This design comes from an exercise in tuning for small area, a short achievable clock period and few clock cycles per item on the open sky130 flow, not from production work. In this exercise RTL edits were held to simulation tests only and were not proved equivalent to the original. Power figures rest on the tool's default switching activity, not on a simulated workload.

$ cat flow/run.sh
#!/bin/bash
# synth_recipe.tcl (not shown) runs the flow's synth.tcl, then flattens the netlist and writes it again
# the make line also repeats each setting of config.mk as NAME=value (left out here)
make -C /OpenROAD-flow-scripts/flow DESIGN_CONFIG=/design/flow/config.mk WORK_HOME=/design/flow/orfs CLKGATE_MAP_FILE= SYNTH_SCRIPT=/design/flow/synth_recipe.tcl finish
$ cat flow/config.mk
export PLATFORM = sky130hd
export DESIGN_NAME = roulette_select_crossover_unit
export DESIGN_NICKNAME = roulette_select_crossover_unit
export VERILOG_FILES = /design/flow/design.v
export SDC_FILE = /design/flow/constraint.sdc
export NUM_CORES = 4
export LEC_CHECK = 0
export CAP_MARGIN = 20
export CORE_MARGIN = 2
export CORE_UTILIZATION = 40
export SLEW_MARGIN = 20
$ cat flow/constraint.sdc
create_clock -name core_clock -period 10.0 [get_ports {clk}]
set_input_delay 2.0000 -clock core_clock [delete_from_list [all_inputs] [get_ports {clk}]]
set_output_delay 2.0000 -clock core_clock [all_outputs]
set_load 0.01 [all_outputs]
$ cat flow/design.v
package rscu_pkg;
  localparam int MAX_POP    = 64;
  localparam int SLOT_W     = $clog2(MAX_POP);
  localparam int GENOME_W   = 36;
  localparam int FIT_W      = 17;
  localparam int DRAW_W     = 16;
  localparam int TOTAL_W    = FIT_W + SLOT_W;
  localparam int POP_W      = 7;
  localparam int RATE_W     = 17;
  localparam int CFG_IDX_W  = 1;
  localparam int CFG_DATA_W = 17;
  localparam int POINT_W    = $clog2(GENOME_W);
  localparam logic [FIT_W-1:0]  FIX_ONE    = FIT_W'(65536);
  localparam logic [POP_W-1:0]  POP_RESET  = POP_W'(32);
  localparam logic [POP_W-1:0]  POP_MAX    = POP_W'(MAX_POP);
  localparam logic [RATE_W-1:0] RATE_RESET = RATE_W'(45875);
  localparam logic CMD_WRITE = 1'b0;
  localparam logic CMD_BREED = 1'b1;
  localparam logic [CFG_IDX_W-1:0] CFG_POP  = 1'b0;
  localparam logic [CFG_IDX_W-1:0] CFG_RATE = 1'b1;
  typedef enum logic [9:0] {
    ST_IDLE     = 10'b00_0000_0001,
    ST_WR_RD    = 10'b00_0000_0010,
    ST_WR_UPD   = 10'b00_0000_0100,
    ST_SLICE    = 10'b00_0000_1000,
    ST_WALK_RD  = 10'b00_0001_0000,
    ST_WALK_CMP = 10'b00_0010_0000,
    ST_GA_RD    = 10'b00_0100_0000,
    ST_GB_RD    = 10'b00_1000_0000,
    ST_CROSS    = 10'b01_0000_0000,
    ST_OUTPUT   = 10'b10_0000_0000
  } state_t;
  typedef struct packed {
    logic load;         
    logic wr_rd;        
    logic wr_commit;    
    logic slice_load;   
    logic walk_rd;      
    logic walk_cmp;     
    logic ga_rd;        
    logic gb_rd;        
    logic xover;        
    logic out_load;     
    logic second;       
  } ctrl_t;
  typedef struct packed {
    logic pick_done;    
  } status_t;
endpackage
module rscu_ctrl (
  input  logic             clk,
  input  logic             rst_n,
  input  logic             in_valid,
  input  logic             in_cmd,
  output logic             in_stall,
  output logic             out_valid,
  input  logic             out_stall,
  input  rscu_pkg::status_t st,
  output rscu_pkg::ctrl_t   ctl
);
  rscu_pkg::state_t state_r, state_nxt;
  logic             second_r, second_nxt;
  logic             out_valid_r, out_valid_nxt;
  always_comb begin
    state_nxt     = state_r;
    second_nxt    = second_r;
    out_valid_nxt = out_valid_r;
    ctl           = '0;
    ctl.second    = second_r;
    if (out_valid_r && !out_stall) begin
      out_valid_nxt = 1'b0;
    end
    case (state_r)
      rscu_pkg::ST_IDLE: begin
        if (in_valid) begin
          ctl.load   = 1'b1;
          second_nxt = 1'b0;
          state_nxt  = (in_cmd == rscu_pkg::CMD_BREED) ? rscu_pkg::ST_SLICE
                                                       : rscu_pkg::ST_WR_RD;
        end
      end
      rscu_pkg::ST_WR_RD: begin
        ctl.wr_rd = 1'b1;
        state_nxt = rscu_pkg::ST_WR_UPD;
      end
      rscu_pkg::ST_WR_UPD: begin
        ctl.wr_commit = 1'b1;
        state_nxt     = rscu_pkg::ST_OUTPUT;
      end
      rscu_pkg::ST_SLICE: begin
        ctl.slice_load = 1'b1;
        state_nxt      = rscu_pkg::ST_WALK_RD;
      end
      rscu_pkg::ST_WALK_RD: begin
        ctl.walk_rd = 1'b1;
        state_nxt   = rscu_pkg::ST_WALK_CMP;
      end
      rscu_pkg::ST_WALK_CMP: begin
        ctl.walk_cmp = 1'b1;
        if (st.pick_done) begin
          if (second_r) begin
            state_nxt = rscu_pkg::ST_GA_RD;
          end else begin
            second_nxt = 1'b1;
            state_nxt  = rscu_pkg::ST_SLICE;
          end
        end else begin
          state_nxt = rscu_pkg::ST_WALK_RD;
        end
      end
      rscu_pkg::ST_GA_RD: begin
        ctl.ga_rd = 1'b1;
        state_nxt = rscu_pkg::ST_GB_RD;
      end
      rscu_pkg::ST_GB_RD: begin
        ctl.gb_rd = 1'b1;
        state_nxt = rscu_pkg::ST_CROSS;
      end
      rscu_pkg::ST_CROSS: begin
        ctl.xover = 1'b1;
        state_nxt = rscu_pkg::ST_OUTPUT;
      end
      rscu_pkg::ST_OUTPUT: begin
        if (!out_valid_r || !out_stall) begin
          ctl.out_load  = 1'b1;
          out_valid_nxt = 1'b1;
          state_nxt     = rscu_pkg::ST_IDLE;
        end
      end
      default: begin
        state_nxt = rscu_pkg::ST_IDLE;
      end
    endcase
  end
  always_ff @(posedge clk) begin
    if (!rst_n) begin
      state_r     <= rscu_pkg::ST_IDLE;
      second_r    <= 1'b0;
      out_valid_r <= 1'b0;
    end else begin
      state_r     <= state_nxt;
      second_r    <= second_nxt;
      out_valid_r <= out_valid_nxt;
    end
  end
  assign in_stall  = (state_r != rscu_pkg::ST_IDLE);
  assign out_valid = out_valid_r;
endmodule
module rscu_datapath (
  input  logic                                clk,
  input  logic                                rst_n,
  input  logic                                cfg_we,
  input  logic [rscu_pkg::CFG_IDX_W-1:0]      cfg_index,
  input  logic [rscu_pkg::CFG_DATA_W-1:0]     cfg_wdata,
  input  logic                                in_cmd,
  input  logic [rscu_pkg::SLOT_W-1:0]         in_slot,
  input  logic [rscu_pkg::GENOME_W-1:0]       in_genome,
  input  logic [rscu_pkg::FIT_W-1:0]          in_fitness_value,
  input  logic [rscu_pkg::DRAW_W-1:0]         in_draw_first,
  input  logic [rscu_pkg::DRAW_W-1:0]         in_draw_second,
  input  logic [rscu_pkg::DRAW_W-1:0]         in_draw_cross,
  input  logic [rscu_pkg::DRAW_W-1:0]         in_draw_point,
  output logic [rscu_pkg::GENOME_W-1:0]       out_child_first,
  output logic [rscu_pkg::GENOME_W-1:0]       out_child_second,
  output logic [rscu_pkg::SLOT_W-1:0]         out_parent_first,
  output logic [rscu_pkg::SLOT_W-1:0]         out_parent_second,
  input  rscu_pkg::ctrl_t                     ctl,
  output rscu_pkg::status_t                   st
);
  localparam int PTPROD_W = rscu_pkg::DRAW_W + rscu_pkg::POINT_W + 1;
  localparam int SLPROD_W = rscu_pkg::DRAW_W + rscu_pkg::TOTAL_W;
  localparam logic [rscu_pkg::GENOME_W-1:0] GMASK = '1;
  logic [rscu_pkg::POP_W-1:0]  pop_r;
  logic [rscu_pkg::RATE_W-1:0] rate_r;
  logic                           cmd_r;
  logic [rscu_pkg::SLOT_W-1:0]    slot_r;
  logic [rscu_pkg::GENOME_W-1:0]  genome_r;
  logic [rscu_pkg::FIT_W-1:0]     fit_r;
  logic [rscu_pkg::DRAW_W-1:0]    draw1_r;
  logic [rscu_pkg::DRAW_W-1:0]    draw2_r;
  logic [rscu_pkg::POINT_W-1:0]   point_r;
  logic                           cross_r;
  logic [rscu_pkg::FIT_W-1:0]     fit_mem [rscu_pkg::MAX_POP];
  logic [rscu_pkg::GENOME_W-1:0]  gen_mem [rscu_pkg::MAX_POP];
  logic [rscu_pkg::MAX_POP-1:0]   vld_r;
  logic [rscu_pkg::SLOT_W-1:0]    rd_addr;
  logic [rscu_pkg::FIT_W-1:0]     fit_q_r;
  logic [rscu_pkg::GENOME_W-1:0]  gen_q_r;
  logic                           vld_q_r;
  logic [rscu_pkg::FIT_W-1:0]     fit_eff;
  logic [rscu_pkg::GENOME_W-1:0]  gen_eff;
  logic [rscu_pkg::TOTAL_W-1:0]   total_r;
  logic [rscu_pkg::TOTAL_W-1:0]   slice_r;
  logic [rscu_pkg::TOTAL_W-1:0]   sum_r;
  logic [rscu_pkg::TOTAL_W-1:0]   sum_add;
  logic [rscu_pkg::SLOT_W-1:0]    idx_r;
  logic [rscu_pkg::SLOT_W-1:0]    last_idx;
  logic [rscu_pkg::POP_W-1:0]     pop_m1;
  logic [rscu_pkg::SLOT_W-1:0]    pa_r;
  logic [rscu_pkg::SLOT_W-1:0]    pb_r;
  logic [rscu_pkg::GENOME_W-1:0]  ga_r;
  logic [rscu_pkg::GENOME_W-1:0]  ca_r;
  logic [rscu_pkg::GENOME_W-1:0]  cb_r;
  logic [rscu_pkg::GENOME_W-1:0]  tail_mask;
  logic [rscu_pkg::GENOME_W-1:0]  head_mask;
  logic [rscu_pkg::FIT_W-1:0]     fit_sat;
  logic [PTPROD_W-1:0]            point_prod;
  logic [SLPROD_W-1:0]            slice_prod;
  logic [rscu_pkg::DRAW_W-1:0]    draw_sel;
  logic                           hit;
  logic [rscu_pkg::GENOME_W-1:0]  out_cf_r, out_cs_r;
  logic [rscu_pkg::SLOT_W-1:0]    out_pf_r, out_ps_r;
  always_ff @(posedge clk) begin
    if (!rst_n) begin
      pop_r  <= rscu_pkg::POP_RESET;
      rate_r <= rscu_pkg::RATE_RESET;
    end else if (cfg_we) begin
      case (cfg_index)
        rscu_pkg::CFG_POP:  pop_r  <= cfg_wdata[rscu_pkg::POP_W-1:0];
        rscu_pkg::CFG_RATE: rate_r <= cfg_wdata[rscu_pkg::RATE_W-1:0];
        default: ;
      endcase
    end
  end
  assign pop_m1 = pop_r - rscu_pkg::POP_W'(1);
  always_comb begin
    if (pop_r == '0) begin
      last_idx = '0;
    end else if (pop_r > rscu_pkg::POP_MAX) begin
      last_idx = rscu_pkg::SLOT_W'(rscu_pkg::MAX_POP - 1);
    end else begin
      last_idx = pop_m1[rscu_pkg::SLOT_W-1:0];
    end
  end
  assign fit_sat    = (in_fitness_value > rscu_pkg::FIX_ONE) ? rscu_pkg::FIX_ONE
                                                             : in_fitness_value;
  assign point_prod = PTPROD_W'(in_draw_point) * PTPROD_W'(rscu_pkg::GENOME_W);
  always_ff @(posedge clk) begin
    if (ctl.load) begin
      cmd_r    <= in_cmd;
      slot_r   <= in_slot;
      genome_r <= in_genome;
      fit_r    <= fit_sat;
      draw1_r  <= in_draw_first;
      draw2_r  <= in_draw_second;
      point_r  <= point_prod[rscu_pkg::DRAW_W +: rscu_pkg::POINT_W];
      cross_r  <= (rscu_pkg::RATE_W'(in_draw_cross) < rate_r);
    end
  end
  always_comb begin
    if (ctl.wr_rd) begin
      rd_addr = slot_r;
    end else if (ctl.ga_rd) begin
      rd_addr = pa_r;
    end else if (ctl.gb_rd) begin
      rd_addr = pb_r;
    end else begin
      rd_addr = idx_r;
    end
  end
  always_ff @(posedge clk) begin
    if (ctl.wr_commit) begin
      fit_mem[slot_r] <= fit_r;
      gen_mem[slot_r] <= genome_r;
    end
    fit_q_r <= fit_mem[rd_addr];
    gen_q_r <= gen_mem[rd_addr];
    vld_q_r <= vld_r[rd_addr];
  end
  always_ff @(posedge clk) begin
    if (!rst_n) begin
      vld_r <= '0;
    end else if (ctl.wr_commit) begin
      vld_r[slot_r] <= 1'b1;
    end
  end
  assign fit_eff = vld_q_r ? fit_q_r : '0;
  assign gen_eff = vld_q_r ? gen_q_r : '0;
  always_ff @(posedge clk) begin
    if (!rst_n) begin
      total_r <= '0;
    end else if (ctl.wr_commit) begin
      total_r <= total_r - rscu_pkg::TOTAL_W'(fit_eff) + rscu_pkg::TOTAL_W'(fit_r);
    end
  end
  assign draw_sel   = ctl.second ? draw2_r : draw1_r;
  assign slice_prod = SLPROD_W'(draw_sel) * SLPROD_W'(total_r);
  assign sum_add      = sum_r + rscu_pkg::TOTAL_W'(fit_eff);
  assign hit          = (sum_add >= slice_r) || (idx_r == last_idx);
  assign st.pick_done = hit;
  always_ff @(posedge clk) begin
    if (ctl.slice_load) begin
      slice_r <= slice_prod[rscu_pkg::DRAW_W +: rscu_pkg::TOTAL_W];
      sum_r   <= '0;
      idx_r   <= '0;
    end else if (ctl.walk_cmp) begin
      if (hit) begin
        if (ctl.second) begin
          pb_r <= idx_r;
        end else begin
          pa_r <= idx_r;
        end
      end else begin
        sum_r <= sum_add;
        idx_r <= idx_r + rscu_pkg::SLOT_W'(1);
      end
    end
  end
  assign tail_mask = GMASK >> point_r;
  assign head_mask = ~tail_mask;
  always_ff @(posedge clk) begin
    if (ctl.gb_rd) begin
      ga_r <= gen_eff;
    end
    if (ctl.xover) begin
      if (cross_r) begin
        ca_r <= (ga_r & head_mask) | (gen_eff & tail_mask);
        cb_r <= (gen_eff & head_mask) | (ga_r & tail_mask);
      end else begin
        ca_r <= ga_r;
        cb_r <= gen_eff;
      end
    end
  end
  always_ff @(posedge clk) begin
    if (ctl.out_load) begin
      if (cmd_r == rscu_pkg::CMD_WRITE) begin
        out_cf_r <= '0;
        out_cs_r <= '0;
        out_pf_r <= '0;
        out_ps_r <= '0;
      end else begin
        out_cf_r <= ca_r;
        out_cs_r <= cb_r;
        out_pf_r <= pa_r;
        out_ps_r <= pb_r;
      end
    end
  end
  assign out_child_first   = out_cf_r;
  assign out_child_second  = out_cs_r;
  assign out_parent_first  = out_pf_r;
  assign out_parent_second = out_ps_r;
endmodule
module roulette_select_crossover_unit (
  input  logic                                clk,
  input  logic                                rst_n,
  input  logic                                cfg_we,
  input  logic [rscu_pkg::CFG_IDX_W-1:0]      cfg_index,
  input  logic [rscu_pkg::CFG_DATA_W-1:0]     cfg_wdata,
  input  logic                                in_valid,
  output logic                                in_stall,
  input  logic                                in_cmd,
  input  logic [rscu_pkg::SLOT_W-1:0]         in_slot,
  input  logic [rscu_pkg::GENOME_W-1:0]       in_genome,
  input  logic [rscu_pkg::FIT_W-1:0]          in_fitness_value,
  input  logic [rscu_pkg::DRAW_W-1:0]         in_draw_first,
  input  logic [rscu_pkg::DRAW_W-1:0]         in_draw_second,
  input  logic [rscu_pkg::DRAW_W-1:0]         in_draw_cross,
  input  logic [rscu_pkg::DRAW_W-1:0]         in_draw_point,
  output logic                                out_valid,
  input  logic                                out_stall,
  output logic [rscu_pkg::GENOME_W-1:0]       out_child_first,
  output logic [rscu_pkg::GENOME_W-1:0]       out_child_second,
  output logic [rscu_pkg::SLOT_W-1:0]         out_parent_first,
  output logic [rscu_pkg::SLOT_W-1:0]         out_parent_second
);
  rscu_pkg::ctrl_t   ctl;
  rscu_pkg::status_t st;
  rscu_ctrl u_ctrl (
    .clk       (clk),
    .rst_n     (rst_n),
    .in_valid  (in_valid),
    .in_cmd    (in_cmd),
    .in_stall  (in_stall),
    .out_valid (out_valid),
    .out_stall (out_stall),
    .st        (st),
    .ctl       (ctl)
  );
  rscu_datapath u_dp (
    .clk               (clk),
    .rst_n             (rst_n),
    .cfg_we            (cfg_we),
    .cfg_index         (cfg_index),
    .cfg_wdata         (cfg_wdata),
    .in_cmd            (in_cmd),
    .in_slot           (in_slot),
    .in_genome         (in_genome),
    .in_fitness_value  (in_fitness_value),
    .in_draw_first     (in_draw_first),
    .in_draw_second    (in_draw_second),
    .in_draw_cross     (in_draw_cross),
    .in_draw_point     (in_draw_point),
    .out_child_first   (out_child_first),
    .out_child_second  (out_child_second),
    .out_parent_first  (out_parent_first),
    .out_parent_second (out_parent_second),
    .ctl               (ctl),
    .st                (st)
  );
endmodule
==> out/summary.txt <==
max_cap viols: 0
routed wire length: 518000 microns
Avg Cell Area, Syn: 14.5 sq um
setup total negative slack: 0 ns
delay-heaviest family, CP: adder cells
max_slew headroom: 18.9%
Post-Place Worst Slack: 1.32 ns
hold depth: 2
Max FO, Critical Path: 23
asr flop ratio synth: 0%
RR Startpoint: u_ctrl.second_r
Peak Freq: 0.116 GHz
share of power burned in combinational logic: 5.3%
simple-gate portion of the synthesized area: 10.8%
flop2flop setup slack: 1.39 ns
CTS Buf Count: 399
Hold-fix buffers, CTS: 0
core area: 413000 sq um
clock slew at reported path FFs: 0.06 ns
DRC viols: 0
top_reg_cell synth: edfxtp_1
Slew @ Worst Pin: 1.22 ns
IO Port Bufs: 232
PwrDens: 186 nW/um^2
Clk Latency, worst-skew pair: 1.01 ns
layout cell share with drive strength beyond 1: 11.6%
slowest CP cell: a211oi_1
H-tree Lvls: 5
FF-to-FF End: u_dp.slice_r[19]
Final period util: 86.1%
RSZ-0062 raised after global routing: no
Cells after Synth: 11500
WL per Instance: 29.4 microns
gr ovfl total: 0
DIE WIDTH: 648 microns
Post-Synth Adder-Cell Area: 5.36%
Synth warnings: 2
vias in the first global route: 100000
initial antenna violation count: 28
static leakage: 64.4 nW
die area: 421000 sq um
worst vdd rail ir drop: 0.156 mV
syn nets: 12200
Setup crit start kind: flop
Setup Skew: 0.0664 ns
Yosys cell types: 89
cts repair resizes: 0
Post-synth EDFFs: 3718
router iterations before antenna repair: 8
DP HPWL: 291000 microns
Post-Synthesis Cell Area: 166000 sq um
largest net degree at the start of global routing: 148
endpoints failing hold: 0
global-route wire length before repair: 731000 microns
post-synthesis compound-gate area fraction: 5.24%
status: no timing/DRC/antenna violations
Worst EP required: 10.79 ns
total track usage: 24.1%
count of final setup violators: 0
Final nets: 12400
clock tree from TritonCTS: done
Row Count: 236
switching power share of the total: 22.6%
Pint: 27.0 mW
Flop pwr share: 52.8%
Worst Reg-to-Reg Cells: 25
Antenna Violating Nets Remaining: 0
combinational family with the most area after synthesis: simple AND/OR/NAND/NOR gates
number of DRC markers in iteration 0: 13100
min Tclk post-route: 8.61 ns
root buffer cell: clkbuf_16
max-slew violations: 0
Bufs and invs on worst path: 6
slowest stage delay, CP: 0.66 ns
area share of xor/xnor cells in the synthesized design: 0.390%
Vert. Die Dim: 648 microns
GP Congestion: 0.845
Vias: 103000
FF+latch count, synth: 3924
CP endpoint kind: flop
clock share of power: 42.0%
CTS max path bufs: 4
min-delay src: u_dp.sum_r[12]
Most common cell on crit path: fa_1
CP Data Arrival Time: 9.40 ns
Hold EP: u_dp.sum_r[12]
DR vias/cell: 5.84
Setup WS post-layout: 1.39 ns
net switching power: 7.90 mW
Crit Path Class: reg2reg
hold crit path type: reg2reg
cell area after placement: 175000 sq um
setup bufs post-CTS: 0
Design Power: 34.9 mW
IO Pins: 233
Area Growth Syn to Fin: 13.3%
post-synthesis mux area share: 5.47%
design area: 188000 sq um
clk sink count: 3924
Starting Density: 40.2%
register area share after synthesis: 69.7%
cell usage in the layout (no fill, tap or decap), types with 79 or more instances in the layout:
cell type and count:
nor2_1 244, edfxtp_1 3718, clkbuf_16 406, dfxtp_1 205
fa_1 309, buf_4 266, clkdlybuf4s50_1 231, mux2_2 86
inv_1 461, mux4_2 328, a21oi_1 400, and2_1 214
a22oi_1 119, clkbuf_1 79, nand3_1 762, a32oi_1 285
nand4_1 96, clkinv_1 108, nand2_1 2402, ha_1 217
power by group through the flow:
stage	Clock, mW	Combinational [mW]	Sequential (mW)
2_1_floorplan	0	0.898	18.9
3_3_place_gp	0	1.77	18.8
3_5_place_dp	0	1.84	18.8
4_1_cts	14.9	1.84	18.4
5_1_grt	15.5	2.00	18.4
6_report	14.7	1.84	18.4
synth_stat cells (13+ instances only):
cell	number	share of area, %
clkbuf_1	286	0.65
nand4_1	96	0.36
o22ai_1	26	0.098
nor3_1	31	0.093
a31oi_1	55	0.21
o21ai_0	75	0.23
and2_1	218	0.82
nand2_1	2402	5.4
a211oi_1	14	0.063
buf_6	37	0.25
mux4_2	328	4.4
mux2_2	86	0.58
xor2_1	39	0.21
o21a_1	75	0.34
xnor2_1	35	0.18
a21oi_1	401	1.2
buf_2	256	0.77
nand3_1	762	2.3
buf_4	48	0.22
a22oi_1	119	0.54
nor2b_1	42	0.16
and4_1	20	0.11
or4_1	14	0.063
a32oi_1	285	1.5
nand2b_1	20	0.075
a21o_1	44	0.20
mux2i_1	73	0.44
and3_1	72	0.27
fa_1	309	3.7
nor2_1	310	0.70
buf_1	35	0.079
ha_1	217	1.6
o211ai_1	13	0.059
o22a_1	26	0.14
nor4_1	35	0.13
dfxtp_1	206	2.5
edfxtp_1	3718	67
inv_1	463	1.0
a21boi_0	16	0.072
tightest hold or removal path: cells and delay by family, from the launching register on:
family | cells | cell delay (ns)
simple gates | 2 | 0.10
flops | 1 | 0.31
final cells by class:
cell class | instances | area, sq um
antenna | 12 | 30.0
clock buffer | 494 | 10600
clock inverter | 245 | 2180
fill | 35700 | 225000
inverter | 468 | 1760
multi-input combinational | 6428 | 45900
sequential | 3924 | 116000
tap | 5474 | 6850
timing repair buffer | 539 | 5160
cells by family after synthesis:
| family | count (synthesis) |
|---|---|
| and+or+nand+nor | 4089 |
| DFF | 3924 |
| AOI/OAI and AO/OA | 1252 |
| buffers and inverters | 1131 |
| adders and majority gates | 526 |
| muxes | 487 |
| xor gates and xnor gates | 74 |
worst max path at each step:
stage	cells after the start	endpoint	slack, ns	from
after floorplan	10	u_ctrl.state_r[3]	2.59	u_ctrl.state_r[1]
after global placement	25	u_dp.slice_r[19]	1.29	u_ctrl.second_r
after detailed placement	25	u_dp.slice_r[19]	1.32	u_ctrl.second_r
after CTS	25	u_dp.slice_r[19]	1.29	u_ctrl.second_r
after global routing	25	u_dp.slice_r[19]	0.93	u_ctrl.second_r
final	25	u_dp.slice_r[19]	1.39	u_ctrl.second_r
state kept, by name, indices dropped and copies added (netlist names), 17 cells and up:
register       count
u_dp.sum_r        23
u_dp.slice_r      23
u_dp.fit_mem    1088
u_dp.gen_mem    2304
u_dp.total_r      23
u_dp.gen_q_r      36
u_dp.vld_r        64
u_dp.rate_r       17
u_dp.fit_r        17
u_dp.ga_r         36
u_dp.fit_q_r      17
u_dp.ca_r         36
u_dp.out_cf_r     36
u_dp.genome_r     36
u_dp.cb_r         36
u_dp.out_cs_r     36
per-layer routing:
metal  GRT usage (%)  wire length, microns  share of wire, %  vias up
li1                -                     -                 -    43100
met1            32.7                204000                39    53200
met2            39.4                244000                47     5539
met3            4.77                 51600                10      974
met4            7.41                 17200               3.3       14
met5               0                    94             0.018        -
through the flow:
step / hold slack [ns] / std cells / util, %
2_1_floorplan: 0.424 / 11500 / -
3_3_place_gp: 0.440 / 16800 / 42.4
3_5_place_dp: 0.448 / 16800 / 42.4
4_1_cts: 0.457 / 17600 / 45.5
5_1_grt: 0.471 / 17600 / 45.5
6_report: 0.457 / 17600 / 45.5
Testbench counts, summed over its fixed seeds: cycles 71,640, items 1,952.

## afterwards: timing with drivers on the ports
No port has a modelled driver above. Below, the same layout with a new extraction and two added sets of constraints. Step 1, drivers: a clkbuf_16 drives clk and a buf_2 each remaining input, both assumed. Step 2 times the ports against the registers' clock, not the clock port: input delays grow and output delays shrink by t, the midpoint of the rising clock arrivals with the driver on. a / b / c = ideal ports / drivers / drivers and shift; a / b = the first two.
t, ns: 1.099
slack for setup (ns): 1.393 / 1.393 / 1.393
worst setup path after step 2: register to register
clock arrival spread, ns: 0.075 / 0.075
After both steps setup and hold are still met in this run. For this run, drivers alone change the setup slack by 0.000 ns; drivers and shift together by 0.000 ns.
